What follows belongs to an exercise in optimizing a design on an open flow for small area and a short achievable clock period; a production flow would make more cautious choices. The RTL was checked by simulation tests, not by an equivalence proof against the original design. Power figures rest on the tool's default switching activity, not on a simulated workload.

File: flow/design.v
module cam_to_ram_fifo #(
    parameter int DATA_WIDTH = 10,
    parameter int ADDR_WIDTH = 8
) (
    input  logic                  clk,
    input  logic                  reset_n,
    input  logic [DATA_WIDTH-1:0] data,
    input  logic                  wrreq,
    input  logic                  rdreq,
    output logic [DATA_WIDTH-1:0] q,
    output logic                  rdempty,
    output logic                  wrfull,
    output logic [ADDR_WIDTH:0]   usedw
);
    localparam int DW = DATA_WIDTH;
    localparam int NR = 16;      
    localparam int RL = 16;      
    logic [3:0]  T;
    logic [7:0]  wp;
    logic [7:0]  rp;
    logic [8:0]  count;
    logic        empty_r;
    logic        full_r;
    logic [NR-1:0] P;            
    logic [NR-1:0] V;            
    logic        wr_ok;
    logic        rd_ok;
    assign rdempty = empty_r;
    assign wrfull  = full_r;
    assign usedw   = count;
    assign wr_ok = wrreq & ~full_r;
    assign rd_ok = rdreq & ~empty_r;
    wire [3:0] wp_lo = wp[3:0];
    wire [3:0] wp_hi = wp[7:4];
    wire [3:0] rp_lo = rp[3:0];
    wire [3:0] rp_hi = rp[7:4];
    wire [3:0] A = T + 4'd1 - wp_hi;
    wire       a_zero = (A == 4'd0);
    wire       a_ones = (A == 4'd15);
    wire [3:0] B = T - rp_hi;
    wire       b_zero = (B == 4'd0);
    wire       b_one  = (B == 4'd1);
    logic [NR-1:0] land;
    logic [NR-1:0] live;
    logic [NR-1:0] pend_h;
    logic [NR-1:0] catch_h;
    logic [NR-1:0] wsel;
    logic [NR-1:0] rsel;
    logic [DW-1:0] S  [NR];
    logic [DW-1:0] H  [NR];
    logic [DW-1:0] R0 [NR];
    genvar r;
    generate
        for (r = 0; r < NR; r = r + 1) begin : g_ring
            logic [RL*DW-1:0] rg;
            wire [3:0] d = 4'(r) - rp_lo;      
            assign wsel[r] = (wp_lo == 4'(r));
            assign rsel[r] = (rp_lo == 4'(r));
            assign land[r] = P[r] & ((4'(r) < wp_lo) ? a_zero : a_ones);
            assign live[r] = (count > {5'd0, d});
            assign pend_h[r] = P[r] & live[r] & (count <= {5'd0, d} + 9'd16);
            assign catch_h[r] = ((4'(r) < rp_lo) ? b_one : b_zero) & live[r] & ~pend_h[r];
            assign R0[r] = rg[DW-1:0];
            always_ff @(posedge clk) begin
                rg <= {rg[(RL-1)*DW-1:0], land[r] ? S[r] : rg[RL*DW-1 -: DW]};
            end
            always_ff @(posedge clk) begin
                if (wr_ok & wsel[r]) S[r] <= data;
                if (catch_h[r]) H[r] <= rg[DW-1:0];
            end
            always_ff @(posedge clk or negedge reset_n) begin
                if (!reset_n) begin
                    P[r] <= 1'b0;
                    V[r] <= 1'b0;
                end else begin
                    if (wr_ok & wsel[r]) P[r] <= 1'b1;
                    else if (land[r]) P[r] <= 1'b0;
                    if (rd_ok & rsel[r]) V[r] <= 1'b0;
                    else if (catch_h[r]) V[r] <= 1'b1;
                end
            end
        end
    endgenerate
    logic [DW-1:0] rd_word;
    always_comb begin
        rd_word = '0;
        for (int i = 0; i < NR; i = i + 1) begin
            if (rsel[i]) begin
                if (V[i]) rd_word = H[i];
                else if (pend_h[i]) rd_word = S[i];
                else rd_word = R0[i];
            end
        end
    end
    always_ff @(posedge clk or negedge reset_n) begin
        if (!reset_n) begin
            T       <= '0;
            wp      <= '0;
            rp      <= '0;
            count   <= '0;
            empty_r <= 1'b1;
            full_r  <= 1'b0;
        end else begin
            T <= T + 1'b1;
            if (wr_ok) wp <= wp + 1'b1;
            if (rd_ok) rp <= rp + 1'b1;
            case ({wr_ok, rd_ok})
                2'b10:   count <= count + 1'b1;
                2'b01:   count <= count - 1'b1;
                default: count <= count;
            endcase
            empty_r <= empty_r ? ~wr_ok : (count == 9'd1) & rd_ok & ~wr_ok;
            full_r  <= full_r  ? ~rd_ok : (count == 9'd255) & wr_ok & ~rd_ok;
        end
    end
    logic [DW-1:0] q_r;
    always_ff @(posedge clk or negedge reset_n) begin
        if (!reset_n) begin
            q_r <= '0;
        end else if (rd_ok) begin
            q_r <= rd_word;
        end
    end
    assign q = q_r;
endmodule
File: flow/run.sh
#!/bin/bash
# synth_recipe.tcl (not shown) runs the flow's synth.tcl, then flattens the netlist and writes it again
# the make line also repeats each setting of config.mk as NAME=value (left out here)
make -C /OpenROAD-flow-scripts/flow DESIGN_CONFIG=/design/flow/config.mk WORK_HOME=/design/flow/orfs CLKGATE_MAP_FILE= SYNTH_SCRIPT=/design/flow/synth_recipe.tcl finish
File: flow/config.mk
export PLATFORM = sky130hd
export DESIGN_NAME = cam_to_ram_fifo
export DESIGN_NICKNAME = cam_to_ram_fifo
export VERILOG_FILES = /design/flow/design.v
export SDC_FILE = /design/flow/constraint.sdc
export NUM_CORES = 4
export LEC_CHECK = 0
export CAP_MARGIN = 20
export CORE_MARGIN = 2
export CORE_UTILIZATION = 50
export SETUP_SLACK_MARGIN = 1.5
export SLEW_MARGIN = 20
File: flow/constraint.sdc
create_clock -name core_clock -period 5.0 [get_ports {clk}]
set_input_delay 1.0000 -clock core_clock [delete_from_list [all_inputs] [get_ports {clk}]]
set_output_delay 1.0000 -clock core_clock [all_outputs]
set_load 0.01 [all_outputs]
==> summary.txt, run 1 <==
WS Path Type: reg2reg
final cell count without fillers: 6922
max incr delay on CP: 440 ps
Final Max Tran Viols: 0
dpl cells: 6366
clock power share: 34.8%
R2R Setup Slk: 1220 ps
Peak supply drop: 431 uV
die height: 386 um
Die ar.: 149000 um2
filler cell count: 11000
Final #Nets: 4877
Synth Area in Simple Gates: 2.58%
worst r2r src: rp[2]
Critical Path End Type: flip-flop
leakage: 34.4 nW
row cnt: 140
root buffer cell: clkbuf_16
max_slew headroom: 25.6%
Pwr per Cell Area: 686 nW/um2
DRT iter0 DRCs: 1534
Initial Util: 50.3%
area share of the largest cell type after synthesis: 70.1%
GR Util All Layers: 19.4%
Compound-Gate Fraction of Synth Area: 3.89%
Clock Latency Late Sink: 880 ps
largest family of logic cells by synthesized area: multiplexers
synth warn: 4
Worst-Margin Slew: 1110 ps
maximum number of pins on one net before global-route repair: 59
synthesized cell area: 73100 um2
min-delay src: g_ring[3].rg[103]
Syn Area/Cell: 16.6 um2
total number of vias: 33200
P_sw: 15.4 mW
Comb pwr share: 14.0%
worst-path cell chain: buf_4 -> buf_6 -> ha_4 -> inv_2 -> o21ai_2 -> xnor2_1 -> inv_1 -> ha_1 -> a21boi_0 -> o21ai_2 -> mux2i_2 -> buf_6 -> mux2i_1 -> a21oi_2 -> buf_4 -> nor4_2 -> o41a_1 -> o21ai_1
XOR/XNOR share of the synthesized area: 0.671%
post-synth cell types: 81
Top FF cell, synth: dfxtp_1
Tmin final: 3780 ps
Switching Share: 25.8%
Port Buffers: 34
startpoint types: flip-flop
Fmax: 264 MHz
Synth area leaders: dfxtp_1, edfxtp_1, mux2_2
design area: 87000 um2
CP max stage cell: dfrtp_2
I/O Pins: 35
Hold Crit Class: reg2reg
Placeable Area: 145000 um2
final WL: 145 mm
clk_skew: 62.6 ps
delay-heaviest family, CP: compound AO/OA/AOI/OAI gates
Final Hold Fails: 0
Clock Sinks: 2953
layout cells sized above 1: 18.9%
#FFs+latches synth: 2953
Critical Path RT: 5740 ps
CP startpoint: rp[2]
Crit path buffers/inverters: 6
Worst Path Arrival: 4520 ps
Clock transition at path regs: 70 ps
Detailed Place HPWL: 94.5 mm
TritonCTS Buffers: 288
antenna viol nets, final: 0
Die W: 386 um
multiplexer share of the synthesized area: 4.99%
Setup violations, final: 0
syn_nets: 4489
Syn Inst Count: 4414
Post-synth EDFFs: 320
Async SR Flop Fraction: 2.47%
P_int: 44.3 mW
# DRC: 0
H-Tree Depth: 5
Synth area leader: dfxtp_1
initial antenna violation count: 24
max-cap viol count: 0
GRT overflow: 0
worst-path maximum fanout: 7
Seq pwr share: 51.1%
Area Overhead vs Synth: 19.0%
vias in the first global route: 33300
Via density: 4.79
DP Area: 76200 um2
DRT Pass-1 Iters: 4
Final Cycle Share: 75.6%
CTS Buffer Depth: 4
Avg WL per Cell: 21.0 um
Setup TNS: 0 ps
first-pass GRT wire length: 213 mm
gpl congestion: 0.906
adder-cell share of the synthesized area: 1.23%
outcome: timing/DRC/antenna clean
sequential element share of the synthesized area: 85.7%
RSZ-0062 raised after global routing: true
CTS tree: yes
[cell type report]
class / count / area [um2] / share of cell area, %
Sequential cell: 2953 / 62700 / 72.1
Multi-Input combinational cell: 1304 / 10700 / 12.3
Clock buffer: 404 / 8470 / 9.74
Tap cell: 1917 / 2400 / 2.76
Timing Repair Buffer: 180 / 1630 / 1.88
Clock inverter: 82 / 822 / 0.945
Inverter: 75 / 299 / 0.344
Antenna cell: 7 / 17.5 / 0.0201
[registers in the layout, summed over array words and instances, names as in the netlist]
signal,cells
S,160
wp,8
full_r,1
rp,8
q_r,10
count,9
P,16
g_ring.rg,2560
empty_r,1
H,160
T,4
V,16
[per-layer routing]
layer	share of wire, %	routed length [um]	global-route usage [%]
met3	4.3	6230	3.48
met1	46	66200	25.9
met4	4.1	5980	8.56
met5	0.0069	10	0
met2	46	66700	30.9
[synthesized netlist by cell type, drive strengths merged (4+ instances only)]
library cell / number
and2: 6
and3: 5
ha: 59
nand4: 12
a21o: 8
o41a: 5
o31ai: 4
o2111ai: 15
o22ai: 18
edfxtp: 320
a221o: 5
xor2: 11
nand3b: 4
buf: 33
nand2b: 24
maj3: 12
nor3: 34
a211oi: 36
mux2i: 138
nor4: 12
a21oi: 116
o21ai: 139
nand3: 46
a211o: 4
o21bai: 4
nor2b: 15
mux2: 199
inv: 74
o211a: 6
dfrtp: 72
a31oi: 16
nor3b: 4
dfxtp: 2560
o22a: 6
or3: 6
nor2: 73
o221ai: 16
o211ai: 18
a311oi: 5
xnor2: 45
nand2: 141
o221a: 4
clkbuf: 50
a21boi: 4
[cells by family (layout without fill, tap and decap cells)]
group	Yosys count	count (layout)
XOR/XNOR	56	56
flip-flops	2953	2953
multiplexers	337	337
buffers and inverters	158	741
AO/OA/AOI/OAI	444	444
other	0	7
adder cells (fa/ha/maj)	73	73
AND/OR/NAND/NOR	393	394
[stage by stage]
stage                     setup WS, ps  total power [mW]  utilization (%)  hold WS [ps]
after floorplan                   1510              34.3                -           310
after global placement             243              37.8             52.4           309
after detailed placement           272              37.9             52.4           312
after CTS                         1260              60.0             59.6           274
after global routing              1070              62.1             59.8           278
final                             1220              59.7             59.8           273
[worst reg2reg max path, cell delays in order, from the launching register on]
cell      delay [ps]
dfrtp_2          440
buf_4            140
buf_6            140
ha_4             170
inv_2             60
o21ai_2           60
xnor2_1          210
inv_1             70
ha_1             290
a21boi_0         140
o21ai_2          220
mux2i_2          310
buf_6            180
mux2i_1          250
a21oi_2           80
buf_4            180
nor4_2           280
o41a_1           330
o21ai_1          110
[repair_timing]
item,in CTS,in global routing
gates resized for setup,195,28
endpoints found under the setup margin,216,171
pin swaps,61,24
cloned,3,1
setup buffers,48,11
hold buffers,0,0
[path summary, 6_finish.rpt]
| path | endpoint | depth (start not counted) |
|---|---|---|
| worst max-delay path | q_r[3] | 18 |
| worst min-delay path | g_ring[3].rg[113] | 0 |
| worst max register to register | q_r[3] | 18 |
| worst min register to register | g_ring[3].rg[113] | 0 |
| max in group asynchronous | wp[7] | 2 |
| min in group asynchronous | V[8] | 1 |
[power groups by stage]
stage	Combinational (mW)	Sequential (mW)	Clock, mW
3_5_place_dp	6.92	31.0	0
4_1_cts	8.12	30.6	21.3
3_3_place_gp	6.89	30.9	0
2_1_floorplan	4.56	29.8	0
6_report	8.39	30.5	20.8
5_1_grt	8.96	31.0	22.2
[cells in the final DEF (no fill, tap or decap), types with 16 or more instances in the layout]
cell type / count
dfxtp_1: 2560
edfxtp_1: 320
clkbuf_16: 303
mux2_2: 183
mux2i_1: 131
nand2_1: 128
buf_4: 118
o21ai_0: 97
a21oi_1: 95
inv_1: 67
nor2_1: 67
dfrtp_1: 66
ha_1: 51
clkbuf_8: 51
clkbuf_1: 50
nand3_1: 46
xnor2_1: 45
clkinv_2: 38
nor3_1: 29
a211oi_2: 26
clkdlybuf4s50_1: 26
nand2b_1: 23
o21ai_2: 21
o21ai_1: 20
o211ai_1: 18
a21oi_2: 17
a31oi_1: 16
o221ai_1: 16
==> run 2: changes to the inputs <==
--- a/flow/design.v
+++ b/flow/design.v
@@ -16,5 +16,6 @@
     localparam int NR = 16;      
     localparam int RL = 16;      
-    logic [3:0]  T;
+    logic [3:0]  A;              
+    logic [3:0]  B;              
     logic [7:0]  wp;
     logic [7:0]  rp;
@@ -32,13 +33,13 @@
     assign rd_ok = rdreq & ~empty_r;
     wire [3:0] wp_lo = wp[3:0];
-    wire [3:0] wp_hi = wp[7:4];
     wire [3:0] rp_lo = rp[3:0];
-    wire [3:0] rp_hi = rp[7:4];
-    wire [3:0] A = T + 4'd1 - wp_hi;
-    wire       a_zero = (A == 4'd0);
-    wire       a_ones = (A == 4'd15);
-    wire [3:0] B = T - rp_hi;
-    wire       b_zero = (B == 4'd0);
-    wire       b_one  = (B == 4'd1);
+    wire a_zero = (A == 4'd0);
+    wire a_ones = (A == 4'd15);
+    wire b_zero = (B == 4'd0);
+    wire b_one  = (B == 4'd1);
+    wire ge16 = |count[8:4];
+    wire le16 = ~ge16 | (count == 9'd16);
+    wire lt32 = ~|count[8:5];
+    wire nowrap = (rp_lo <= wp_lo);
     logic [NR-1:0] land;
     logic [NR-1:0] live;
@@ -54,11 +55,13 @@
         for (r = 0; r < NR; r = r + 1) begin : g_ring
             logic [RL*DW-1:0] rg;
-            wire [3:0] d = 4'(r) - rp_lo;      
+            wire lt_wp = (4'(r) < wp_lo);
+            wire ge_rp = (4'(r) >= rp_lo);
+            wire inr   = nowrap ? (ge_rp & lt_wp) : (ge_rp | lt_wp);
             assign wsel[r] = (wp_lo == 4'(r));
             assign rsel[r] = (rp_lo == 4'(r));
-            assign land[r] = P[r] & ((4'(r) < wp_lo) ? a_zero : a_ones);
-            assign live[r] = (count > {5'd0, d});
-            assign pend_h[r] = P[r] & live[r] & (count <= {5'd0, d} + 9'd16);
-            assign catch_h[r] = ((4'(r) < rp_lo) ? b_one : b_zero) & live[r] & ~pend_h[r];
+            assign land[r] = P[r] & (lt_wp ? a_zero : a_ones);
+            assign live[r] = ge16 | inr;
+            assign pend_h[r] = P[r] & live[r] & (le16 | (lt32 & ~inr));
+            assign catch_h[r] = (ge_rp ? b_zero : b_one) & live[r] & ~pend_h[r];
             assign R0[r] = rg[DW-1:0];
             always_ff @(posedge clk) begin
@@ -86,14 +89,14 @@
         rd_word = '0;
         for (int i = 0; i < NR; i = i + 1) begin
-            if (rsel[i]) begin
-                if (V[i]) rd_word = H[i];
-                else if (pend_h[i]) rd_word = S[i];
-                else rd_word = R0[i];
-            end
+            rd_word = rd_word
+                | ({DW{rsel[i] &  V[i]}} & H[i])
+                | ({DW{rsel[i] & ~V[i] &  (P[i] & le16)}} & S[i])
+                | ({DW{rsel[i] & ~V[i] & ~(P[i] & le16)}} & R0[i]);
         end
     end
     always_ff @(posedge clk or negedge reset_n) begin
         if (!reset_n) begin
-            T       <= '0;
+            A       <= 4'd1;
+            B       <= 4'd0;
             wp      <= '0;
             rp      <= '0;
@@ -102,5 +105,6 @@
             full_r  <= 1'b0;
         end else begin
-            T <= T + 1'b1;
+            A <= A + 4'd1 - {3'd0, wr_ok & (wp_lo == 4'd15)};
+            B <= B + 4'd1 - {3'd0, rd_ok & (rp_lo == 4'd15)};
             if (wr_ok) wp <= wp + 1'b1;
             if (rd_ok) rp <= rp + 1'b1;
--- a/flow/config.mk
+++ b/flow/config.mk
@@ -9,4 +9,6 @@
 export CORE_MARGIN = 2
 export CORE_UTILIZATION = 50
+export CTS_BUF_LIST = sky130_fd_sc_hd__clkbuf_4 sky130_fd_sc_hd__clkbuf_8
+export CTS_CLUSTER_SIZE = 30
 export SETUP_SLACK_MARGIN = 1.5
 export SLEW_MARGIN = 20
==> run 2 against run 1 <==
Against the previous run:
- core utilization is 0.48 points lower
- combinational power is 41% lower
- worst hold slack worse by 50 ps
- routed wire length is 19% higher
- sequential power is 6% higher
- first-iteration DRC count is 81% higher
- clock skew is 41 ps higher
- critical path type unchanged
- critical endpoint is now q_r[9]
==> summary.txt, run 2 <==
#FFs+latches synth: 2949 (-0.14%)
Top FF cell, synth: dfxtp_1
Syn Inst Count: 3989 (-9.6%)
Hold Crit Class: reg2reg
H-Tree Depth: 5 (unchanged)
delay-heaviest family, CP: compound AO/OA/AOI/OAI gates
syn_nets: 4028 (-10%)
Clock transition at path regs: 60 ps (about the same)
DRT iter0 DRCs: 2781 (+81%)
Critical Path End Type: flip-flop
maximum number of pins on one net before global-route repair: 45 (-24%)
Synth top cells by count: dfxtp_1, edfxtp_1, mux2_2
Avg WL per Cell: 25.9 um (+24%)
Port Buffers: 34 (unchanged)
Clock Latency Late Sink: 1050 ps (+170 ps)
Final Hold Fails: 0 (unchanged)
leakage: 32.8 nW (-4.6%)
Setup TNS: 0 ps (unchanged)
Min Hold Slack: 223 ps (-50.2 ps)
gpl congestion: 0.984 (+8.6%)
design area: 82800 um2 (-4.8%)
root buffer cell: clkbuf_8
dpl cells: 5930 (-6.8%)
max_slew headroom: 20.9% (-4.8 points)
Die W: 379 um (-1.9%)
first-pass GRT wire length: 236 mm (+11%)
final WL: 173 mm (+19%)
clk_skew: 103 ps (+40.9 ps)
worst-path maximum fanout: 22 (+15)
max-cap viol count: 0 (unchanged)
row cnt: 137 (-2.1%)
Setup violations, final: 0 (unchanged)
final cell count without fillers: 6685 (-3.4%)
WS Path Type: reg2reg
max incr delay on CP: 950 ps (+510 ps)
Area Overhead vs Synth: 17.8%
Worst-Margin Slew: 1190 ps (+74.1 ps)
Top Registers: g_ring.rg x2560, H x160, S x160
Initial Util: 50.4% (+0.089 points)
Final Cycle Share: 70.8% (-4.8 points)
Critical Path RT: 5950 ps (+210 ps)
TritonCTS Buffers: 423 (+47%)
Synth area leaders: dfxtp_1, edfxtp_1, mux2_2
vias in the first global route: 31600 (-5.2%)
RSZ-0062 raised after global routing: false
antenna viol nets, final: 0 (unchanged)
most frequent cell after synthesis: dfxtp_1
worst setup margin: 1460 ps (+242 ps)
Fmax: 283 MHz (+6.8%)
Peak supply drop: 419 uV (-2.8%)
initial antenna violation count: 29 (+21%)
Syn Area/Cell: 17.6 um2 (+6.4%)
die height: 379 um (-1.9%)
Crit path buffers/inverters: 1 (-5)
# DRC: 0 (unchanged)
area share of the largest cell type after synthesis: 72.9% (+2.8 points)
Die ar.: 144000 um2 (-3.8%)
Post-synth EDFFs: 320 (unchanged)
Design Power: 56.5 mW (-5.4%)
layout cells sized above 1: 22.1% (+3.2 points)
Detailed Place HPWL: 116 mm (+23%)
Placeable Area: 140000 um2 (-4.0%)
DP Area: 73600 um2 (-3.4%)
GRT overflow: 0 (unchanged)
Final Max Tran Viols: 0 (unchanged)
DRT Pass-1 Iters: 6 (+2)
most frequent cells in the layout: dfxtp_1, clkbuf_8, edfxtp_1, mux2_2, clkbuf_4
commonest non-fill, non-tap cell in the layout: dfxtp_1
CTS Buffer Depth: 4 (unchanged)
CTS tree: yes
GR Util All Layers: 24.2% (+4.8 points)
Synth area leader: dfxtp_1
Final #Nets: 4537 (-7.0%)
filler cell count: 10500 (-3.9%)
Worst Path Arrival: 4490 ps (-30 ps)
Via density: 4.93 (+2.9%)
Setup WS pre-CTS: 1110 ps (+838 ps)
synthesized cell area: 70300 um2 (-3.9%)
max reg flops: 2560 (unchanged)
worst-path cell chain: buf_4 -> and2_0 -> nand3b_1 -> a21oi_2 -> a22oi_1 -> nand3_1 -> nor2_1 -> a31oi_1
Most flops, register: g_ring.rg
I/O Pins: 35 (unchanged)
Pwr per Cell Area: 682 nW/um2 (-0.65%)
Async SR Flop Fraction: 2.34% (-0.13 points)
CP max stage cell: a21oi_2
sequential element share of the synthesized area: 89.0% (+3.3 points)
synth warn: 4 (unchanged)
Clock Sinks: 2949 (-0.14%)
Final Util: 59.4% (-0.48 points)
total number of vias: 33000 (-0.66%)
post-synth cell types: 85 (+4.9%)
startpoint types: flip-flop
outcome: timing/DRC/antenna clean
Tmin final: 3540 ps (-242 ps)
## run 2: logic make-up (layout without fill, tap and decap cells)
logic type                 Yosys count  count (layout)  synth area share [%]
xor gates and xnor gates            31              31                 0.386
adders and majority gates           37              37                 0.616
AOI/OAI and AO/OA                  405             405                  4.44
and+or+nand+nor                    287             288                  2.15
DFF                               2949            2949                  89.0
buffers and inverters              107             919                 0.625
muxes                              173             173                  2.75
other                                0               7                     0
## run 2: what timing repair did
action                                 CTS  global route
gates cloned                             0             2
setup buffers                            6            10
hold buffers                             1             0
pin swaps                                3             3
setup endpoints to repair               46            30
resized for setup                       12             9
endpoints found under the hold margin    3             0
## run 2: worst paths after layout
kind                                   startpoint                end  slack [ps]  cells after the start
max in group asynchronous                 reset_n            empty_r        3260                      3
worst min register to register  g_ring[6].rg[123]  g_ring[6].rg[133]         220                      0
worst max-delay path                        rp[3]             q_r[9]        1460                      8
min in group asynchronous                 reset_n           count[7]         640                      2
worst max register to register              rp[3]             q_r[9]        1460                      8
worst min-delay path            g_ring[6].rg[123]  g_ring[6].rg[133]         220                      0
## run 2: area by class of cell
type / instances / area, um2 / area share [%]
inverter: 43 / 161 / 0.195
sequential: 2949 / 62600 / 75.6
tap: 1876 / 2350 / 2.83
antenna: 7 / 17.5 / 0.0211
timing repair buffer: 147 / 1200 / 1.45
clock buffer: 674 / 8360 / 10.1
clock inverter: 55 / 633 / 0.764
multi-input combinational: 934 / 7530 / 9.08
## run 2: where the power goes
group | leakage, nW | switching (mW) | internal (mW)
Combinational | 3.52 | 3.18 | 1.73
Sequential | 24.5 | 2.60 | 29.6
Clock | 4.81 | 8.20 | 11.2
Total | 32.8 | 14.0 | 42.5
## run 2: routing by layer
layer  wire length, um  GRT usage [%]  vias up
met2             75200           36.1     1501
met1             76600           33.0    16100
met4              9440           13.3        2
met3             12100           5.11      484
li1                  -              -    14800
met5                13              0        -
==> run 3: changes to the inputs <==
--- a/flow/config.mk
+++ b/flow/config.mk
@@ -9,6 +9,4 @@
 export CORE_MARGIN = 2
 export CORE_UTILIZATION = 50
-export CTS_BUF_LIST = sky130_fd_sc_hd__clkbuf_4 sky130_fd_sc_hd__clkbuf_8
-export CTS_CLUSTER_SIZE = 30
 export SETUP_SLACK_MARGIN = 1.5
 export SLEW_MARGIN = 20
==> run 3 against run 2 <==
Against the previous run:
- non-clock buffer count stayed put
- power increased by 2.2%
- cell area increased by 0.22%
- first-iteration DRC count shrank 2.6%
- still clean
- largest power group unchanged
- via count shrank 2.9%
==> summary.txt, run 3 <==
Final Cycle Share: 70.1% (-0.67 points)
#FFs+latches synth: 2949 (unchanged)
clock power share: 35.8% (+1.4 points)
Tmin final: 3510 ps (-33.4 ps)
total number of vias: 32000 (-2.9%)
Setup TNS: 0 ps (unchanged)
RSZ-0062 raised after global routing: true
P_sw: 14.0 mW (+0.26%)
Synth top cells by count: dfxtp_1, edfxtp_1, mux2_2
layout cells sized above 1: 16.5% (-5.6 points)
DRT Pass-1 Iters: 5 (-1)
GRT overflow: 0 (unchanged)
CTS Buffer Depth: 4 (unchanged)
Port Buffers: 34 (unchanged)
Final Hold Fails: 0 (unchanged)
Hold Crit Class: in2async
maximum number of pins on one net before global-route repair: 45 (unchanged)
Seq pwr share: 55.7% (-1.3 points)
outcome: timing/DRC/antenna clean
# DRC: 0 (unchanged)
Clock Latency Late Sink: 890 ps (-160 ps)
Initial Util: 50.4% (unchanged)
Clock transition at path regs: 60 ps (about the same)
Die ar.: 144000 um2 (unchanged)
Switching Share: 24.3% (-0.46 points)
dpl cells: 5930 (unchanged)
Critical Path RT: 5800 ps (-150 ps)
final WL: 172 mm (-0.61%)
Avg WL per Cell: 26.7 um (+3.1%)
Final Util: 59.5% (+0.13 points)
hold buffer count at CTS: 0 (-1)
WS Path Type: reg2reg
leakage: 32.5 nW (-0.88%)
CTS tree: yes
Top Registers: g_ring.rg x2560, H x160, S x160
Pwr per Cell Area: 695 nW/um2 (+1.9%)
Worst Path Arrival: 4310 ps (-180 ps)
die height: 379 um (unchanged)
startpoint types: flip-flop
Synth area leader: dfxtp_1
final cell count without fillers: 6443 (-3.6%)
Fmax: 285 MHz (+0.95%)
DRT iter0 DRCs: 2708 (-2.6%)
I/O Pins: 35 (unchanged)
GR Util All Layers: 24.0% (-0.13 points)
initial antenna violation count: 34 (+17%)
synthesized cell area: 70300 um2 (unchanged)
antenna viol nets, final: 0 (unchanged)
sequential element share of the synthesized area: 89.0% (unchanged)
Comb pwr share: 8.5% (-0.2 points)
Critical Path End Type: flip-flop
TritonCTS Buffers: 283 (-33%)
first-pass GRT wire length: 234 mm (-0.87%)
area share of the largest cell type after synthesis: 72.9% (unchanged)
most frequent cells in the layout: dfxtp_1, edfxtp_1, clkbuf_16, mux2_2, buf_4
Post-synth EDFFs: 320 (unchanged)
Clock Sinks: 2949 (unchanged)
Final #Nets: 4396 (-3.1%)
Async SR Flop Fraction: 2.34% (unchanged)
max-cap viol count: 0 (unchanged)
Min Hold Slack: 229 ps (+6.17 ps)
vias in the first global route: 30300 (-4.1%)
Final Max Tran Viols: 0 (unchanged)
post-synth cell types: 85 (unchanged)
Via density: 4.97 (+0.78%)
Area Overhead vs Synth: 18.1%
Syn Inst Count: 3989 (unchanged)
syn_nets: 4028 (unchanged)
Peak supply drop: 504 uV (+20%)
Die W: 379 um (unchanged)
Detailed Place HPWL: 116 mm (unchanged)
synth warn: 4 (unchanged)
H-Tree Depth: 5 (unchanged)
max reg flops: 2560 (unchanged)
row cnt: 137 (unchanged)
Worst-Margin Slew: 1190 ps (+1.18 ps)
P_int: 43.7 mW (+2.8%)
Synth area leaders: dfxtp_1, edfxtp_1, mux2_2
Setup violations, final: 0 (unchanged)
commonest non-fill, non-tap cell in the layout: dfxtp_1
Placeable Area: 140000 um2 (unchanged)
Most flops, register: g_ring.rg
gpl congestion: 0.984 (unchanged)
worst-path maximum fanout: 22 (unchanged)
max_slew headroom: 20.9% (+0.040 points)
Top FF cell, synth: dfxtp_1
clk_skew: 54.8 ps (-48.7 ps)
root buffer cell: clkbuf_16
most frequent cell after synthesis: dfxtp_1
Syn Area/Cell: 17.6 um2 (unchanged)
run 3: cell type report:
class / instances / area, um2
repair buffers: 147 / 1190
well taps: 1876 / 2350
fillers: 10400 / 56500
inverters: 43 / 161
multi-input cells: 933 / 7530
diodes: 13 / 32.5
clock inverters: 70 / 778
clock buffers: 412 / 8390
flip-flops and latches: 2949 / 62600
run 3: final timing paths:
check / cells after the start / slack (ps) / start / end
worst min register to register: 0 / 270 / g_ring[2].rg[71] / g_ring[2].rg[81]
worst min-delay path: 1 / 230 / reset_n / count[7]
max in group asynchronous: 2 / 3670 / reset_n / A[0]
worst max register to register: 8 / 1490 / rp[3] / q_r[9]
min in group core_clock: 0 / 270 / g_ring[2].rg[71] / g_ring[2].rg[81]
worst max-delay path: 8 / 1490 / rp[3] / q_r[9]
run 3: power by group through the flow:
stage	combinational (mW)	clock [mW]	sequential, mW
after floorplan	2.64	0	31.0
after global placement	4.62	0	32.5
after detailed placement	4.59	0	32.7
after CTS	4.63	21.1	32.2
after global routing	5.07	22.1	32.6
final	4.88	20.7	32.2
run 3: kinds of logic after synthesis:
family	synth area share [%]
mux	2.75
simple gates	2.15
flops	89.0
buf+inv	0.625
compound gates	4.44
fa+ha+maj	0.616
xor+xnor	0.386
run 3: routing by layer:
layer  global-route usage (%)  up-vias  wire length [um]
met5                        0        -                10
met4                     13.0        2              9640
met3                     4.68      466             11400
met2                     35.7     1332             74200
met1                     33.4    15700             77000
li1                         -    14500                 -
run 3: per-stage QoR:
stage          cell area, um2  power, mW  setup WS (ps)
2_1_floorplan           70300       33.7           1680
3_3_place_gp            73600       37.1           1190
3_5_place_dp            73600       37.3           1110
4_1_cts                 82900       58.0           1500
5_1_grt                 83000       59.8           1470
6_report                83000       57.7           1490
run 3: repair_timing:
action,4_1_cts,5_1_grt
cloned,0,1
setup buffers,7,10
pin swaps,3,4
setup endpoints to repair,46,42
gates resized for setup,12,9
run 3: worst max-delay path, stage by stage (launching register included):
cell	delay (ps)
dfrtp_2	680
buf_4	310
and2_0	390
nand3b_1	440
a21oi_2	910
a22oi_1	300
nand3_1	190
nor2_1	60
a31oi_1	150
==> run 4: changes to the inputs <==
--- a/flow/design.v
+++ b/flow/design.v
@@ -32,4 +32,6 @@
     assign wr_ok = wrreq & ~full_r;
     assign rd_ok = rdreq & ~empty_r;
+    wire inc = wr_ok & ~rd_ok;
+    wire dec = rd_ok & ~wr_ok;
     wire [3:0] wp_lo = wp[3:0];
     wire [3:0] rp_lo = rp[3:0];
@@ -38,7 +40,7 @@
     wire b_zero = (B == 4'd0);
     wire b_one  = (B == 4'd1);
-    wire ge16 = |count[8:4];
-    wire le16 = ~ge16 | (count == 9'd16);
-    wire lt32 = ~|count[8:5];
+    logic le15, le16, le31;
+    wire  ge16 = ~le15;
+    wire  lt32 = le31;
     wire nowrap = (rp_lo <= wp_lo);
     logic [NR-1:0] land;
@@ -47,5 +49,5 @@
     logic [NR-1:0] catch_h;
     logic [NR-1:0] wsel;
-    logic [NR-1:0] rsel;
+    logic [NR-1:0] rsel;          
     logic [DW-1:0] S  [NR];
     logic [DW-1:0] H  [NR];
@@ -59,5 +61,4 @@
             wire inr   = nowrap ? (ge_rp & lt_wp) : (ge_rp | lt_wp);
             assign wsel[r] = (wp_lo == 4'(r));
-            assign rsel[r] = (rp_lo == 4'(r));
             assign land[r] = P[r] & (lt_wp ? a_zero : a_ones);
             assign live[r] = ge16 | inr;
@@ -104,5 +105,13 @@
             empty_r <= 1'b1;
             full_r  <= 1'b0;
+            le15    <= 1'b1;
+            le16    <= 1'b1;
+            le31    <= 1'b1;
+            rsel    <= 16'd1;
         end else begin
+            if (rd_ok) rsel <= {rsel[NR-2:0], rsel[NR-1]};
+            le15 <= le15 ? ~((count == 9'd15) & inc) : (count == 9'd16) & dec;
+            le16 <= le16 ? ~((count == 9'd16) & inc) : (count == 9'd17) & dec;
+            le31 <= le31 ? ~((count == 9'd31) & inc) : (count == 9'd32) & dec;
             A <= A + 4'd1 - {3'd0, wr_ok & (wp_lo == 4'd15)};
             B <= B + 4'd1 - {3'd0, rd_ok & (rp_lo == 4'd15)};
--- a/flow/config.mk
+++ b/flow/config.mk
@@ -9,4 +9,7 @@
 export CORE_MARGIN = 2
 export CORE_UTILIZATION = 50
-export SETUP_SLACK_MARGIN = 1.5
+export CTS_CLUSTER_DIAMETER = 60
+export CTS_CLUSTER_SIZE = 20
+export SETUP_SLACK_MARGIN = 2.6
 export SLEW_MARGIN = 20
+export TNS_END_PERCENT = 10
==> run 4 against run 3 <==
Against the previous run:
- largest power group unchanged
- critical path type is now in2reg
- cell area fell by 2.3%
- sequential share of layout area increased by 2.4 points
- sequential power up 2%
==> summary.txt, run 4 <==
outcome: timing/DRC/antenna clean
Detailed Place HPWL: 129 mm (+11%)
worst-path maximum fanout: 10 (-55%)
Switching Share: 25.8% (+1.5 points)
die height: 382 um (+0.85%)
root buffer cell: clkbuf_16
initial antenna violation count: 40 (+18%)
Critical Path End Type: flip-flop
Top Registers: g_ring.rg x2560, H x160, S x160
hold buffer count at CTS: 0 (unchanged)
filler cell count: 10900 (+5.1%)
Die W: 382 um (+0.85%)
total number of vias: 32700 (+2.1%)
Min Hold Slack: 149 ps (-79.9 ps)
most frequent cell after synthesis: dfxtp_1
Async SR Flop Fraction: 2.96% (+0.63 points)
Initial Util: 50.4% (+0.066 points)
TritonCTS Buffers: 184 (-35%)
gpl congestion: 1.03 (+4.4%)
WS Path Type: in2reg
commonest non-fill, non-tap cell in the layout: dfxtp_1
design area: 81100 um2 (-2.3%)
worst reg-to-reg path cell count: 4 (-4)
Final Cycle Share: 54.6% (-16 points)
synthesized cell area: 71500 um2 (+1.7%)
CTS Buffer Depth: 3 (-1)
post-synth cell types: 70 (-18%)
maximum number of pins on one net before global-route repair: 38 (-16%)
vias in the first global route: 30700 (+1.5%)
GR Util All Layers: 24.6% (+0.52 points)
clk_skew: 64.6 ps (+9.79 ps)
Setup TNS: 0 ps (unchanged)
Via density: 5.11 (+2.8%)
most frequent cells in the layout: dfxtp_1, edfxtp_1, clkbuf_16, mux2_2, nand3_1
Setup violations, final: 0 (unchanged)
final cell count without fillers: 6402 (-0.64%)
Fmax: 366 MHz (+28%)
row cnt: 138 (+0.73%)
Final Max Tran Viols: 0 (unchanged)
Top FF cell, synth: dfxtp_1
dpl cells: 6075 (+2.4%)
Critical Path RT: 5450 ps (-350 ps)
Synth area leader: dfxtp_1
grt met1 use: 33.9% (+0.53 points)
DRT Pass-1 Iters: 7 (+2)
antenna viol nets, final: 0 (unchanged)
DP Area: 74400 um2 (+1.0%)
GRT overflow: 0 (unchanged)
Die ar.: 146000 um2 (+1.7%)
Final Hold Fails: 0 (unchanged)
Synth area leaders: dfxtp_1, edfxtp_1, dfrtp_1
Final #Nets: 4468 (+1.6%)
Post-synth EDFFs: 320 (unchanged)
DRT iter0 DRCs: 3273 (+21%)
Worst-Margin Slew: 992 ps (-195 ps)
Syn Area/Cell: 17.1 um2 (-3.2%)
Clock transition at path regs: 80 ps (+20 ps)
Final Util: 57.2% (-2.3 points)
Area Overhead vs Synth: 13.4%
leakage: 31.9 nW (-1.9%)
Comb pwr share: 10.0% (+1.5 points)
Most flops, register: g_ring.rg
#FFs+latches synth: 2968 (+0.64%)
Worst Path Arrival: 3180 ps (-1130 ps)
grt met2 use: 36.1% (+0.39 points)
synth warn: 4 (unchanged)
Synth top cells by count: dfxtp_1, edfxtp_1, mux2_2
# DRC: 0 (unchanged)
area share of the largest cell type after synthesis: 71.7% (-1.2 points)
clock power share: 27.8% (-8.0 points)
Pwr per Cell Area: 652 nW/um2 (-6.2%)
H-Tree Depth: 4 (-1)
RSZ-0062 raised after global routing: true
Clock Latency Late Sink: 830 ps (-60 ps)
Hold Crit Class: in2async
GR Util met3: 5.38% (+0.70 points)
syn_nets: 4234 (+5.1%)
Peak supply drop: 394 uV (-22%)
first-pass GRT wire length: 244 mm (+4.1%)
gr busiest metal: met2
Syn Inst Count: 4193 (+5.1%)
Seq pwr share: 62.2% (+6.5 points)
max-cap viol count: 0 (unchanged)
Avg WL per Cell: 28.2 um (+5.3%)
startpoint types: input pin
sequential element share of the synthesized area: 88.2% (-0.84 points)
P_sw: 13.7 mW (-2.6%)
Tmin final: 2730 ps (-776 ps)
P_int: 39.2 mW (-10%)
Port Buffers: 34 (unchanged)
final WL: 180 mm (+4.6%)
I/O Pins: 35 (unchanged)
layout cells sized above 1: 15.5% (-1.1 points)
max reg flops: 2560 (unchanged)
Clock Sinks: 2968 (+0.64%)
max_slew headroom: 33.7% (+13 points)
CTS tree: yes
Placeable Area: 142000 um2 (+1.6%)
-- run 4: changes by cell type in the layout (fill, tap and decap cells not counted), sizes merged, moves of 21 or more --
cell,change
a21oi,-32
a221oi,-54
a22o,-52
a22oi,-21
a31oi,+21
a32oi,+59
and3,+33
clkbuf,-198
clkdlybuf4s50,-28
clkinv,-31
inv,+33
nand2,+34
nand3,+107
-- run 4: final cells by class --
type	count	area [um2]	share of cell area, %
diodes	13	32.5	0.0401
multi-input cells	1075	8670	10.7
repair buffers	142	1290	1.59
inverters	56	218	0.268
well taps	1890	2360	2.91
clock inverters	44	622	0.767
clock buffers	214	4820	5.94
flip-flops and latches	2968	63100	77.8
-- run 4: timing repair --
item                       CTS  global route
gates cloned                 3             1
buffers inserted            42            10
pin swaps                    9            14
resized for setup          112           108
setup endpoints to repair  438           449
-- run 4: power groups by stage --
stage,Combinational (mW),Clock [mW],Sequential [mW]
after CTS,4.89,15.1,32.9
after detailed placement,4.17,0,33.5
after floorplan,2.75,0,31.7
final,5.31,14.7,32.9
after global routing,5.46,16.0,33.4
after global placement,4.14,0,33.3
-- run 4: cells by family after synthesis --
family	Yosys count	synth area share [%]
flip-flops	2968	88.2
AND/OR/NAND/NOR	465	3.38
AO/OA/AOI/OAI	341	3.51
multiplexers	197	3.06
buffers and inverters	152	0.835
adder cells (fa/ha/maj)	40	0.654
XOR/XNOR	30	0.367
-- run 4: per-layer routing --
metal / up-vias / share of wire [%] / wire, um
met4: 12 / 6.4 / 11500
met1: 16100 / 43 / 78000
met3: 468 / 7.6 / 13700
li1: 14700 / - / -
met2: 1406 / 43 / 77000
met5: - / 0.037 / 67
-- run 4: path summary, 6_finish.rpt --
kind                       slack (ps)                end              from
setup / recovery                 2270            S[4][8]             wrreq
max in group asynchronous        3750              rp[2]           reset_n
hold reg to reg                   310  g_ring[4].rg[100]  g_ring[4].rg[90]
hold / removal                    150             q_r[6]           reset_n
setup reg to reg                 2310             q_r[1]           rsel[6]
min in group core_clock           310  g_ring[4].rg[100]  g_ring[4].rg[90]
-- run 4: critical path, cell delays in order --
cell and delay, ps:
clkdlybuf4s50_1 490, nand2b_1 230, inv_4 200, nand2_1 440
nor2_1 810
-- run 4: metrics by stage --
| stage | power, mW | worst slack, ps |
|---|---|---|
| 2_1_floorplan | 34.4 | 2380 |
| 3_3_place_gp | 37.5 | 1490 |
| 3_5_place_dp | 37.7 | 1430 |
| 4_1_cts | 52.9 | 2320 |
| 5_1_grt | 54.9 | 2330 |
| 6_report | 52.9 | 2270 |
==> run 5: changes to the inputs <==
--- a/flow/config.mk
+++ b/flow/config.mk
@@ -9,6 +9,6 @@
 export CORE_MARGIN = 2
 export CORE_UTILIZATION = 50
-export CTS_CLUSTER_DIAMETER = 60
-export CTS_CLUSTER_SIZE = 20
+export CTS_CLUSTER_DIAMETER = 80
+export CTS_CLUSTER_SIZE = 24
 export SETUP_SLACK_MARGIN = 2.6
 export SLEW_MARGIN = 20
==> run 5 against run 4 <==
Against the previous run:
- synthesized cell count stayed put
- first-iteration DRC count is 6.5% lower
- clock power is 12% lower
- maximum frequency is 2.2% higher
- clock skew is 33 ps lower
- die area stayed put
- global-route usage is 0.080 points lower
- power is 2.8% lower
- clock-buffer cell count is 35 lower
==> summary.txt, run 5 <==
outcome: timing/DRC/antenna clean
die height: 382 um (unchanged)
syn_nets: 4234 (unchanged)
clock power share: 25.4% (-2.4 points)
total number of vias: 32400 (-1.1%)
worst-path maximum fanout: 10 (unchanged)
design area: 80400 um2 (-0.90%)
Min Hold Slack: 174 ps (+24.1 ps)
leakage: 31.5 nW (-1.3%)
Multi-input gate area: 8850 um2 (+2.1%)
DRT iter0 DRCs: 3061 (-6.5%)
maximum number of pins on one net before global-route repair: 38 (unchanged)
Fmax: 374 MHz (+2.2%)
max-cap viol count: 0 (unchanged)
worst setup margin: 2330 ps (+58.8 ps)
I/O Pins: 35 (unchanged)
row cnt: 138 (unchanged)
Top FF cell, synth: dfxtp_1
CTS tree: yes
Seq pwr share: 64.0% (+1.8 points)
H-Tree Depth: 4 (unchanged)
Via density: 5.09 (-0.42%)
sequential element share of the synthesized area: 88.2% (unchanged)
P_int: 38.0 mW (-3.2%)
clk_skew: 31.2 ps (-33.3 ps)
Design Power: 51.4 mW (-2.8%)
Port Buffers: 34 (unchanged)
Syn Inst Count: 4193 (unchanged)
Switching Share: 26.1% (+0.31 points)
CTS Buffer Depth: 3 (unchanged)
DRT Pass-1 Iters: 6 (-1)
commonest non-fill, non-tap cell in the layout: dfxtp_1
Pwr per Cell Area: 639 nW/um2 (-1.9%)
GRT overflow: 0 (unchanged)
WS Path Type: reg2reg
# DRC: 0 (unchanged)
max reg flops: 2560 (unchanged)
Clock transition at path regs: 90 ps (about the same)
root buffer cell: clkbuf_16
Detailed Place HPWL: 129 mm (unchanged)
final WL: 181 mm (+0.22%)
Worst Path Arrival: 3340 ps (+160 ps)
CP startpoint: A[0]
P_sw: 13.4 mW (-1.6%)
filler cell count: 11000 (+0.47%)
Avg WL per Cell: 28.4 um (+0.90%)
Critical Path End Type: flip-flop
r2r endpoint: g_ring[7].rg[1]
dpl cells: 6075 (unchanged)
final cell count without fillers: 6359 (-0.67%)
antenna viol nets, final: 0 (unchanged)
initial antenna violation count: 33 (-18%)
Synth area leaders: dfxtp_1, edfxtp_1, dfrtp_1
RSZ-0062 raised after global routing: true
Async SR Flop Fraction: 2.96% (unchanged)
Die W: 382 um (unchanged)
Most flops, register: g_ring.rg
R2R Setup Slk: 2330 ps (+20 ps)
Setup violations, final: 0 (unchanged)
synthesized cell area: 71500 um2 (unchanged)
Clock Sinks: 2968 (unchanged)
worst reg-to-reg path cell count: 4 (unchanged)
Top Registers: g_ring.rg x2560, H x160, S x160
flip-flop and latch area: 63100 um2 (about the same)
DP Area: 74400 um2 (unchanged)
most frequent cells in the layout: dfxtp_1, edfxtp_1, mux2_2, clkbuf_16, nand3_1
Tmin final: 2670 ps (-58.8 ps)
Hold Crit Class: in2async
Final Max Tran Viols: 0 (unchanged)
Setup TNS: 0 ps (unchanged)
gpl congestion: 1.03 (unchanged)
Initial Util: 50.4% (unchanged)
TritonCTS Buffers: 149 (-19%)
Area Overhead vs Synth: 12.4%
max_slew headroom: 29.0% (-4.7 points)
most frequent cell after synthesis: dfxtp_1
Synth area leader: dfxtp_1
Die ar.: 146000 um2 (unchanged)
layout cells sized above 1: 15.5% (-0.018 points)
Critical Path RT: 5670 ps (+220 ps)
GR Util All Layers: 24.5% (-0.080 points)
Peak supply drop: 412 uV (+4.4%)
Comb pwr share: 10.6% (+0.6 points)
Placeable Area: 142000 um2 (unchanged)
first-pass GRT wire length: 243 mm (-0.23%)
post-synth cell types: 70 (unchanged)
crit path to: g_ring[7].rg[1]
hold buffer count at CTS: 0 (unchanged)
area share of the largest cell type after synthesis: 71.7% (unchanged)
Syn Area/Cell: 17.1 um2 (unchanged)
Clock Latency Late Sink: 800 ps (-30 ps)
Post-synth EDFFs: 320 (unchanged)
vias in the first global route: 30400 (-1.1%)
Final Util: 56.7% (-0.51 points)
synth warn: 4 (unchanged)
Setup WS pre-CTS: 1430 ps (unchanged)
Synth top cells by count: dfxtp_1, edfxtp_1, mux2_2
Final Hold Fails: 0 (unchanged)
Worst-Margin Slew: 1060 ps (+70.3 ps)
Final Cycle Share: 53.4% (-1.2 points)
#FFs+latches synth: 2968 (unchanged)
startpoint types: flip-flop
worst r2r src: A[0]
Final #Nets: 4441 (-0.60%)
-- run 5: cell types whose count changed in the layout (fill, tap and decap cells not counted), moves of 4 or more --
cell / before / now
mux2i_1: 24 / 18
clkbuf_16: 188 / 155
mux2i_2: 1 / 8
nand3_2: 0 / 4
nand3_1: 134 / 130
nor2_2: 4 / 8
inv_6: 11 / 5
-- run 5: worst min path at each step --
stage	start	end	slack (ps)
3_5_place_dp	g_ring[11].rg[142]	g_ring[11].rg[152]	310
2_1_floorplan	g_ring[0].rg[90]	g_ring[0].rg[100]	310
3_3_place_gp	g_ring[9].rg[94]	g_ring[9].rg[104]	310
4_1_cts	reset_n	V[11]	150
6_report	reset_n	full_r	170
5_1_grt	reset_n	full_r	150
-- run 5: repair_timing --
| item | CTS | global route |
|---|---|---|
| gates resized for setup | 151 | 121 |
| cloned | 2 | 2 |
| setup buffers | 48 | 12 |
| pin swaps | 11 | 21 |
| setup endpoints to repair | 442 | 424 |
-- run 5: kinds of logic after synthesis --
family | after synthesis | synth area share (%)
AO/OA/AOI/OAI | 341 | 3.51
XOR/XNOR | 30 | 0.367
adder cells (fa/ha/maj) | 40 | 0.654
buffers and inverters | 152 | 0.835
flip-flops | 2968 | 88.2
multiplexers | 197 | 3.06
AND/OR/NAND/NOR | 465 | 3.38
-- run 5: area by class of cell --
type                       instances  area share, %
antenna                           10         0.0311
timing repair buffer             151           1.77
clock inverter                    31          0.596
tap                             1890           2.94
sequential                      2968           78.5
multi-input combinational       1074           11.0
clock buffer                     179           4.88
inverter                          56          0.271
-- run 5: critical path, stage by stage, from the launching register on --
cell     delay [ps]
dfstp_2         580
nand3_1         400
o21ai_0         330
nand2_1         650
mux2_2          530
-- run 5: per-layer routing --
metal	up-vias	routed length (um)	part of all wire, %	GRT usage, %
li1	14600	-	-	-
met1	16000	80200	44	34.2
met2	1287	76400	42	36.2
met3	454	12000	6.6	4.68
met4	14	12100	6.7	13.2
met5	-	84	0.046	0
-- run 5: power by group through the flow --
stage | logic (mW) | registers [mW] | clock network (mW)
finish | 5.46 | 32.9 | 13.0
global placement | 4.14 | 33.3 | 0
CTS | 4.97 | 32.9 | 13.4
global route | 5.62 | 33.4 | 14.2
floorplan | 2.75 | 31.7 | 0
detailed placement | 4.17 | 33.5 | 0
==> run 6: changes to the inputs <==
--- a/flow/design.v
+++ b/flow/design.v
@@ -15,7 +15,7 @@
     localparam int DW = DATA_WIDTH;
     localparam int NR = 16;      
-    localparam int RL = 16;      
+    localparam int RL = 15;      
     logic [3:0]  A;              
-    logic [3:0]  B;              
+    logic [3:0]  C;              
     logic [7:0]  wp;
     logic [7:0]  rp;
@@ -37,7 +37,7 @@
     wire [3:0] rp_lo = rp[3:0];
     wire a_zero = (A == 4'd0);
-    wire a_ones = (A == 4'd15);
-    wire b_zero = (B == 4'd0);
-    wire b_one  = (B == 4'd1);
+    wire a_last = (A == 4'd14);
+    wire c_zero = (C == 4'd0);
+    wire c_one  = (C == 4'd1);
     logic le15, le16, le31;
     wire  ge16 = ~le15;
@@ -52,5 +52,8 @@
     logic [DW-1:0] S  [NR];
     logic [DW-1:0] H  [NR];
-    logic [DW-1:0] R0 [NR];
+    function automatic logic [3:0] step15(input logic [3:0] x, input logic dn);
+        if (dn) step15 = x;
+        else step15 = (x == 4'd14) ? 4'd0 : x + 4'd1;
+    endfunction
     genvar r;
     generate
@@ -61,9 +64,8 @@
             wire inr   = nowrap ? (ge_rp & lt_wp) : (ge_rp | lt_wp);
             assign wsel[r] = (wp_lo == 4'(r));
-            assign land[r] = P[r] & (lt_wp ? a_zero : a_ones);
+            assign land[r] = P[r] & (lt_wp ? a_zero : a_last);
             assign live[r] = ge16 | inr;
             assign pend_h[r] = P[r] & live[r] & (le16 | (lt32 & ~inr));
-            assign catch_h[r] = (ge_rp ? b_zero : b_one) & live[r] & ~pend_h[r];
-            assign R0[r] = rg[DW-1:0];
+            assign catch_h[r] = ~V[r] & (ge_rp ? c_zero : c_one) & live[r] & (~pend_h[r] | land[r]);
             always_ff @(posedge clk) begin
                 rg <= {rg[(RL-1)*DW-1:0], land[r] ? S[r] : rg[RL*DW-1 -: DW]};
@@ -71,5 +73,5 @@
             always_ff @(posedge clk) begin
                 if (wr_ok & wsel[r]) S[r] <= data;
-                if (catch_h[r]) H[r] <= rg[DW-1:0];
+                if (catch_h[r]) H[r] <= pend_h[r] ? S[r] : rg[RL*DW-1 -: DW];
             end
             always_ff @(posedge clk or negedge reset_n) begin
@@ -92,6 +94,5 @@
             rd_word = rd_word
                 | ({DW{rsel[i] &  V[i]}} & H[i])
-                | ({DW{rsel[i] & ~V[i] &  (P[i] & le16)}} & S[i])
-                | ({DW{rsel[i] & ~V[i] & ~(P[i] & le16)}} & R0[i]);
+                | ({DW{rsel[i] & ~V[i]}} & S[i]);
         end
     end
@@ -99,5 +100,5 @@
         if (!reset_n) begin
             A       <= 4'd1;
-            B       <= 4'd0;
+            C       <= 4'd1;
             wp      <= '0;
             rp      <= '0;
@@ -114,6 +115,6 @@
             le16 <= le16 ? ~((count == 9'd16) & inc) : (count == 9'd17) & dec;
             le31 <= le31 ? ~((count == 9'd31) & inc) : (count == 9'd32) & dec;
-            A <= A + 4'd1 - {3'd0, wr_ok & (wp_lo == 4'd15)};
-            B <= B + 4'd1 - {3'd0, rd_ok & (rp_lo == 4'd15)};
+            A <= step15(A, wr_ok & (wp_lo == 4'd15));
+            C <= step15(C, rd_ok & (rp_lo == 4'd15));
             if (wr_ok) wp <= wp + 1'b1;
             if (rd_ok) rp <= rp + 1'b1;
==> run 6 against run 5 <==
Against the previous run:
- maximum frequency fell by 4.7%
- clock power fell by 8%
- setup slack got worse by 130 ps
- core utilization fell by 0.26 points
- critical path depth rose by 6
- largest cell class unchanged
- power fell by 7.6%
- first-iteration DRC count fell by 12%
- cell area fell by 3.3%
- area after synthesis fell by 3.0%
==> summary.txt, run 6 <==
outcome: timing/DRC/antenna clean
Clock Latency Late Sink: 810 ps (about the same)
Placeable Area: 138000 um2 (-2.9%)
Final Util: 56.5% (-0.26 points)
max incr delay on CP: 440 ps (-210 ps)
final WL: 139 mm (-23%)
Detailed Place HPWL: 94.7 mm (-26%)
Async SR Flop Fraction: 3.13% (+0.17 points)
initial antenna violation count: 10 (-70%)
Final Cycle Share: 56.1% (+2.7 points)
Setup violations, final: 0 (unchanged)
post-synth cell types: 86 (+23%)
# DRC: 0 (unchanged)
leakage: 30.3 nW (-3.9%)
Pwr per Cell Area: 611 nW/um2 (-4.5%)
Final Hold Fails: 0 (unchanged)
Post-synth EDFFs: 320 (unchanged)
Syn Area/Cell: 17.2 um2 (+0.77%)
synth warn: 3 (-1)
GR Util All Layers: 19.7% (-4.7 points)
#FFs+latches synth: 2808 (-5.4%)
Synth area leaders: dfxtp_1, edfxtp_1, mux2_2
Hold Crit Class: reg2reg
area share of the largest cell type after synthesis: 69.3% (-2.4 points)
syn_nets: 4067 (-3.9%)
root buffer cell: clkbuf_16
Critical Path RT: 5560 ps (-110 ps)
maximum number of pins on one net before global-route repair: 63 (+66%)
vias in the first global route: 28200 (-7.1%)
max-cap viol count: 0 (unchanged)
commonest non-fill, non-tap cell in the layout: dfxtp_1
worst-path cell chain: buf_12 -> ha_4 -> nand2_4 -> a21o_1 -> a21oi_4 -> buf_6 -> maj3_2 -> o211ai_4 -> bufbuf_16 -> mux2_2
CTS Buffer Depth: 3 (unchanged)
Synth top cells by count: dfxtp_1, mux2_2, edfxtp_1
DRT iter0 DRCs: 2691 (-12%)
Die ar.: 142000 um2 (-3.0%)
Port Buffers: 34 (unchanged)
Most flops, register: g_ring.rg
first-pass GRT wire length: 199 mm (-18%)
most frequent cells in the layout: dfxtp_1, mux2_2, edfxtp_1, clkbuf_16, nand2_1
DP Area: 71800 um2 (-3.4%)
RSZ-0062 raised after global routing: true
Avg WL per Cell: 22.9 um (-20%)
CP max stage cell: dfrtp_2
Tmin final: 2800 ps (+133 ps)
Area Overhead vs Synth: 12.0%
synthesized cell area: 69400 um2 (-3.0%)
Via density: 4.91 (-3.5%)
delay-heaviest family, CP: adder cells
Final Max Tran Viols: 0 (unchanged)
gpl congestion: 1.01 (-2.0%)
Final #Nets: 4270 (-3.9%)
Setup TNS: 0 ps (unchanged)
antenna viol nets, final: 0 (unchanged)
most frequent cell after synthesis: dfxtp_1
Top Registers: g_ring.rg x2400, H x160, S x160
Syn Inst Count: 4036 (-3.7%)
row cnt: 136 (-1.4%)
Worst-Margin Slew: 1170 ps (+104 ps)
CTS tree: yes
Die W: 376 um (-1.5%)
Fmax: 357 MHz (-4.7%)
H-Tree Depth: 4 (unchanged)
TritonCTS Buffers: 138 (-7.4%)
Top FF cell, synth: dfxtp_1
layout cells sized above 1: 19.0% (+3.6 points)
WS Path Type: reg2reg
Worst Path Arrival: 3360 ps (+20 ps)
max_slew headroom: 21.9% (-7.1 points)
Clock Sinks: 2808 (-5.4%)
GRT overflow: 0 (unchanged)
hold buffer count at CTS: 0 (unchanged)
Crit path buffers/inverters: 3 (+3)
Min Hold Slack: 315 ps (+141 ps)
Peak supply drop: 394 uV (-4.3%)
max reg flops: 2400 (-6.3%)
Critical Path End Type: flip-flop
worst-path maximum fanout: 6 (-4)
total number of vias: 30000 (-7.4%)
clk_skew: 31.5 ps (+0.246 ps)
Clock transition at path regs: 100 ps (about the same)
die height: 376 um (-1.5%)
startpoint types: flip-flop
sequential element share of the synthesized area: 86.3% (-1.9 points)
I/O Pins: 35 (unchanged)
Initial Util: 50.4% (-0.057 points)
DRT Pass-1 Iters: 7 (+1)
Synth area leader: dfxtp_1
design area: 77700 um2 (-3.3%)
run 6: routing by layer:
metal  up-vias  track usage (%)  wire [um]  part of all wire (%)
met5         -                0         27                 0.019
met2       894             28.8      59000                    42
li1      14100                -          -                     -
met3       303             3.80       7650                   5.5
met4         4             10.1       7370                   5.3
met1     14700             28.1      65500                    47
run 6: layout make-up:
class                      count  area, um2
fill                       10600      59900
sequential                  2808      59900
multi-input combinational   1096       9610
clock buffer                 172       3670
tap                         1794       2240
timing repair buffer         162       1780
clock inverter                23        343
inverter                      33        129
antenna                       15       37.5
run 6: power by group:
part | total, mW | internal, mW | switching [mW]
Combinational | 6.93 | 3.45 | 3.48
Clock | 12.0 | 5.37 | 6.61
Sequential | 28.6 | 27.2 | 1.39
run 6: timing repair:
action                                  4_1_cts  5_1_grt
buffers inserted                             78       11
pin swaps                                    37       15
gates resized for setup                     175       45
hold endpoints to repair                      0        0
endpoints found under the setup margin      671      638
gates cloned                                 10        1
run 6: per-stage QoR:
| stage | setup slack (ps) | std cells | power (mW) |
|---|---|---|---|
| floorplan | 2110 | 4036 | 32.0 |
| global placement | 1420 | 5791 | 33.7 |
| detailed placement | 1330 | 5791 | 33.9 |
| CTS | 2240 | 6074 | 47.6 |
| global route | 2190 | 6088 | 49.4 |
| finish | 2200 | 6103 | 47.5 |
run 6: worst paths after layout:
kind                              startpoint           endpoint  slack (ps)  cells past startpoint
setup / recovery                       rp[3]            H[8][6]        2200                     10
hold / removal             g_ring[15].rg[60]  g_ring[15].rg[70]         310                      0
setup reg to reg                       rp[3]            H[8][6]        2200                     10
hold reg to reg            g_ring[15].rg[60]  g_ring[15].rg[70]         310                      0
max in group asynchronous            reset_n               A[0]        3610                      2
min in group asynchronous            reset_n           count[3]         320                      1
run 6: cell families after synthesis:
logic type / count (synthesis) / share of synthesized area, %
multiplexers: 375 / 6.08
AND/OR/NAND/NOR: 340 / 2.44
buffers and inverters: 133 / 0.797
XOR/XNOR: 29 / 0.366
AO/OA/AOI/OAI: 327 / 3.59
flip-flops: 2808 / 86.3
adder cells (fa/ha/maj): 24 / 0.415
==> run 7: changes to the inputs <==
==> flow/flow/run.sh (new file) <==
#!/bin/bash
set -e
echo 'export BUFFER_PORTS_ARGS = -buffer_cell sky130_fd_sc_hd__buf_4' >> config.mk
bash standard.sh > standard.log 2>&1
==> flow/standard.sh (new file) <==
#!/bin/bash
# synth_recipe.tcl (not shown) runs the flow's synth.tcl, then flattens the netlist and writes it again
# the make line also repeats each setting of config.mk as NAME=value (left out here)
make -C /OpenROAD-flow-scripts/flow DESIGN_CONFIG=/design/flow/config.mk WORK_HOME=/design/flow/orfs CLKGATE_MAP_FILE= SYNTH_SCRIPT=/design/flow/synth_recipe.tcl "${@:-finish}"
--- a/flow/config.mk
+++ b/flow/config.mk
@@ -14,2 +14,3 @@
 export SLEW_MARGIN = 20
 export TNS_END_PERCENT = 10
+export BUFFER_PORTS_ARGS = -buffer_cell sky130_fd_sc_hd__buf_4
removed: flow/run.sh
==> run 7 against run 6 <==
Against the previous run:
- still clean on timing, DRC and antenna
- clock skew grew 8.2 ps
- sequential share of layout area grew 0.69 points
- non-clock buffer count shrank 51
- critical path depth shrank 4
- register-to-register slack gained 40 ps
- power shrank 1.4%
- area after synthesis is the same
- synthesized cell count is the same
- routed wire length shrank 0.23%
- highest routed layer is now met4
==> summary.txt, run 7 <==
layout cells sized above 1: 18.4% (-0.66 points)
total number of vias: 29900 (-0.25%)
worst r2r src: rsel[11]
final WL: 139 mm (-0.23%)
TritonCTS Buffers: 139 (+0.72%)
WS Path Type: reg2reg
outcome: timing/DRC/antenna clean
Hold Crit Class: in2async
Seq pwr share: 61.1% (+0.9 points)
Pwr per Cell Area: 608 nW/um2 (-0.43%)
Syn Area/Cell: 17.2 um2 (unchanged)
P_int: 35.4 mW (-1.5%)
Top Registers: g_ring.rg x2400, H x160, S x160
synth warn: 3 (unchanged)
Port Buffers: 34 (unchanged)
Clock transition at path regs: 100 ps (about the same)
Avg WL per Cell: 23.0 um (+0.56%)
Comb pwr share: 13.2% (-1.4 points)
most frequent cell after synthesis: dfxtp_1
worst setup margin: 2230 ps (+37.4 ps)
# DRC: 0 (unchanged)
syn_nets: 4067 (unchanged)
worst-path maximum fanout: 8 (+2)
Placeable Area: 138000 um2 (unchanged)
Fmax: 362 MHz (+1.4%)
GR Util All Layers: 19.6% (-0.17 points)
max-cap viol count: 0 (unchanged)
GRT overflow: 0 (unchanged)
#FFs+latches synth: 2808 (unchanged)
Final Max Tran Viols: 0 (unchanged)
DRT Pass-1 Iters: 6 (-1)
max_slew headroom: 21.4% (-0.55 points)
clock power share: 25.8% (+0.6 points)
Synth area leader: dfxtp_1
startpoint types: flip-flop
sequential element share of the synthesized area: 86.3% (unchanged)
vias in the first global route: 27800 (-1.7%)
Final Hold Fails: 0 (unchanged)
Clock Latency Late Sink: 810 ps (about the same)
Die W: 376 um (unchanged)
I/O Pins: 35 (unchanged)
root buffer cell: clkbuf_16
Most flops, register: g_ring.rg
Async SR Flop Fraction: 3.13% (unchanged)
P_sw: 11.4 mW (-0.95%)
CP startpoint: rsel[11]
Top FF cell, synth: dfxtp_1
area share of the largest cell type after synthesis: 69.3% (unchanged)
Critical Path End Type: flip-flop
Tmin final: 2770 ps (-37.4 ps)
filler cell count: 10700 (+0.50%)
clk_skew: 39.7 ps (+8.17 ps)
Area Overhead vs Synth: 11.0%
most frequent cells in the layout: dfxtp_1, mux2_2, edfxtp_1, clkbuf_16, nand2_1
final cell count without fillers: 6055 (-0.79%)
dpl cells: 5784 (-0.12%)
Via density: 4.94 (+0.54%)
Synth top cells by count: dfxtp_1, mux2_2, edfxtp_1
Post-synth EDFFs: 320 (unchanged)
Worst Path Arrival: 3460 ps (+100 ps)
Synth area leaders: dfxtp_1, edfxtp_1, mux2_2
row cnt: 136 (unchanged)
die height: 376 um (unchanged)
synthesized cell area: 69400 um2 (unchanged)
Clock Sinks: 2808 (unchanged)
Initial Util: 50.4% (unchanged)
leakage: 29.9 nW (-1.3%)
initial antenna violation count: 14 (+4)
H-Tree Depth: 4 (unchanged)
gpl congestion: 0.993 (-1.3%)
DRT iter0 DRCs: 2623 (-2.5%)
CTS tree: yes
Worst-Margin Slew: 1180 ps (+10.1 ps)
RSZ-0062 raised after global routing: true
Die ar.: 142000 um2 (unchanged)
Final #Nets: 4222 (-1.1%)
Detailed Place HPWL: 95.0 mm (+0.29%)
commonest non-fill, non-tap cell in the layout: dfxtp_1
Critical Path RT: 5690 ps (+130 ps)
post-synth cell types: 86 (unchanged)
Peak supply drop: 405 uV (+2.7%)
CTS Buffer Depth: 3 (unchanged)
first-pass GRT wire length: 196 mm (-1.5%)
Switching Share: 24.3% (+0.10 points)
antenna viol nets, final: 0 (unchanged)
max reg flops: 2400 (unchanged)
maximum number of pins on one net before global-route repair: 59 (-6.3%)
Syn Inst Count: 4036 (unchanged)
Final Cycle Share: 55.3% (-0.75 points)
Setup TNS: 0 ps (unchanged)
Min Hold Slack: 263 ps (-51.9 ps)
Setup WS pre-CTS: 1330 ps (+1.98 ps)
Setup violations, final: 0 (unchanged)
==> run 7: power by group through the flow <==
stage	Combinational (mW)	Clock, mW	Sequential, mW
2_1_floorplan	3.67	0	28.4
3_3_place_gp	4.71	0	29.0
3_5_place_dp	4.79	0	29.1
4_1_cts	5.77	12.4	28.6
5_1_grt	6.50	13.2	29.0
6_report	6.17	12.1	28.6
==> run 7: metrics by stage <==
stage               utilization (%)  power, mW  instance area (um2)
floorplan                         -       32.0                69500
global placement               52.1       33.7                71700
detailed placement             52.1       33.9                71700
CTS                            55.6       46.8                76600
global route                   55.9       48.7                77000
finish                         55.9       46.8                77000
==> run 7: final cells by class <==
type                       count  area, um2  share of cell area, %
sequential                  2808      59900                   77.8
multi-input combinational   1098       9540                   12.4
inverter                      33        135                  0.176
timing repair buffer         111       1140                   1.48
tap                         1794       2240                   2.92
clock buffer                 177       3680                   4.78
antenna                        9       22.5                 0.0293
clock inverter                25        347                  0.450
==> run 7: final timing paths <==
check                                      to  slack (ps)  cells past startpoint
setup / recovery                       q_r[6]        2230                      6
hold reg to reg            g_ring[11].rg[114]         300                      0
hold / removal                       count[0]         260                      1
max in group asynchronous               wp[1]        3610                      2
setup reg to reg                       q_r[6]        2230                      6
min in group core_clock    g_ring[11].rg[114]         300                      0
==> run 7: logic make-up after synthesis <==
kind of cell	Yosys count	synth area share, %
mux	375	6.08
xor+xnor	29	0.366
simple gates	340	2.44
compound gates	327	3.59
fa+ha+maj	24	0.415
flops	2808	86.3
buf+inv	133	0.797
==> run 7: repair_timing <==
item | CTS | global route
pin swaps | 22 | 22
gates resized for setup | 87 | 53
hold buffers | 0 | 0
gates cloned | 4 | 3
buffers inserted | 38 | 14
endpoints found under the setup margin | 598 | 554
==> run 7: layer usage <==
| layer | track usage, % | up-vias | share of wire (%) |
|---|---|---|---|
| li1 | - | 14000 | - |
| met1 | 28.0 | 14700 | 47 |
| met2 | 28.3 | 956 | 42 |
| met3 | 4.21 | 297 | 6.2 |
| met4 | 9.49 | 0 | 5.2 |
| met5 | 0 | - | 0 |
==> run 7: worst max-delay path: stages (launching register included) <==
cell      delay, ps
dfrtp_1         490
nor2b_1         360
a221o_1         460
a221oi_1        630
nand4_1         360
nor2_1          240
a21oi_1          90

## afterwards: timing with drivers on the ports
In the flow no input, the clock included, has a driving cell. The finished layouts below were timed again as built, in two steps. Step 1: set_driving_cell puts a clkbuf_16 on clk and a buf_2 on each other input, an assumption about the parent block. Step 2 also shifts input and output timing later by t, the mid clock arrival at the registers, as if the neighbouring blocks saw the same clock. Slacks: no drivers / after step 1 / after step 2; pairs: no drivers / after step 1.
run | shift t [ns] | slack for setup (ns) | worst data-port slew with drivers (ns) | cell pins on the clock port's net
run 1 | 0.931 | 1.219 / 1.219 / 0.931 | 0.03 | 1
run 2 | 1.067 | 1.461 / 1.461 / 1.429 | 0.09 | 1
run 3 | 0.939 | 1.494 / 1.494 / 1.404 | 0.10 | 1
run 4 | 0.874 | 2.271 / 2.303 / 1.449 | 0.07 | 1
run 5 | 0.859 | 2.329 / 2.329 / 1.752 | 0.07 | 1
run 6 | 0.869 | 2.197 / 2.197 / 1.469 | 0.05 | 1
run 7 | 0.872 | 2.234 / 2.234 / 1.665 | 0.11 | 1
After both steps setup and hold are still met in every run listed. For run 4, which loses most, drivers alone change the setup slack by +0.032 ns; drivers and shift together by -0.822 ns.
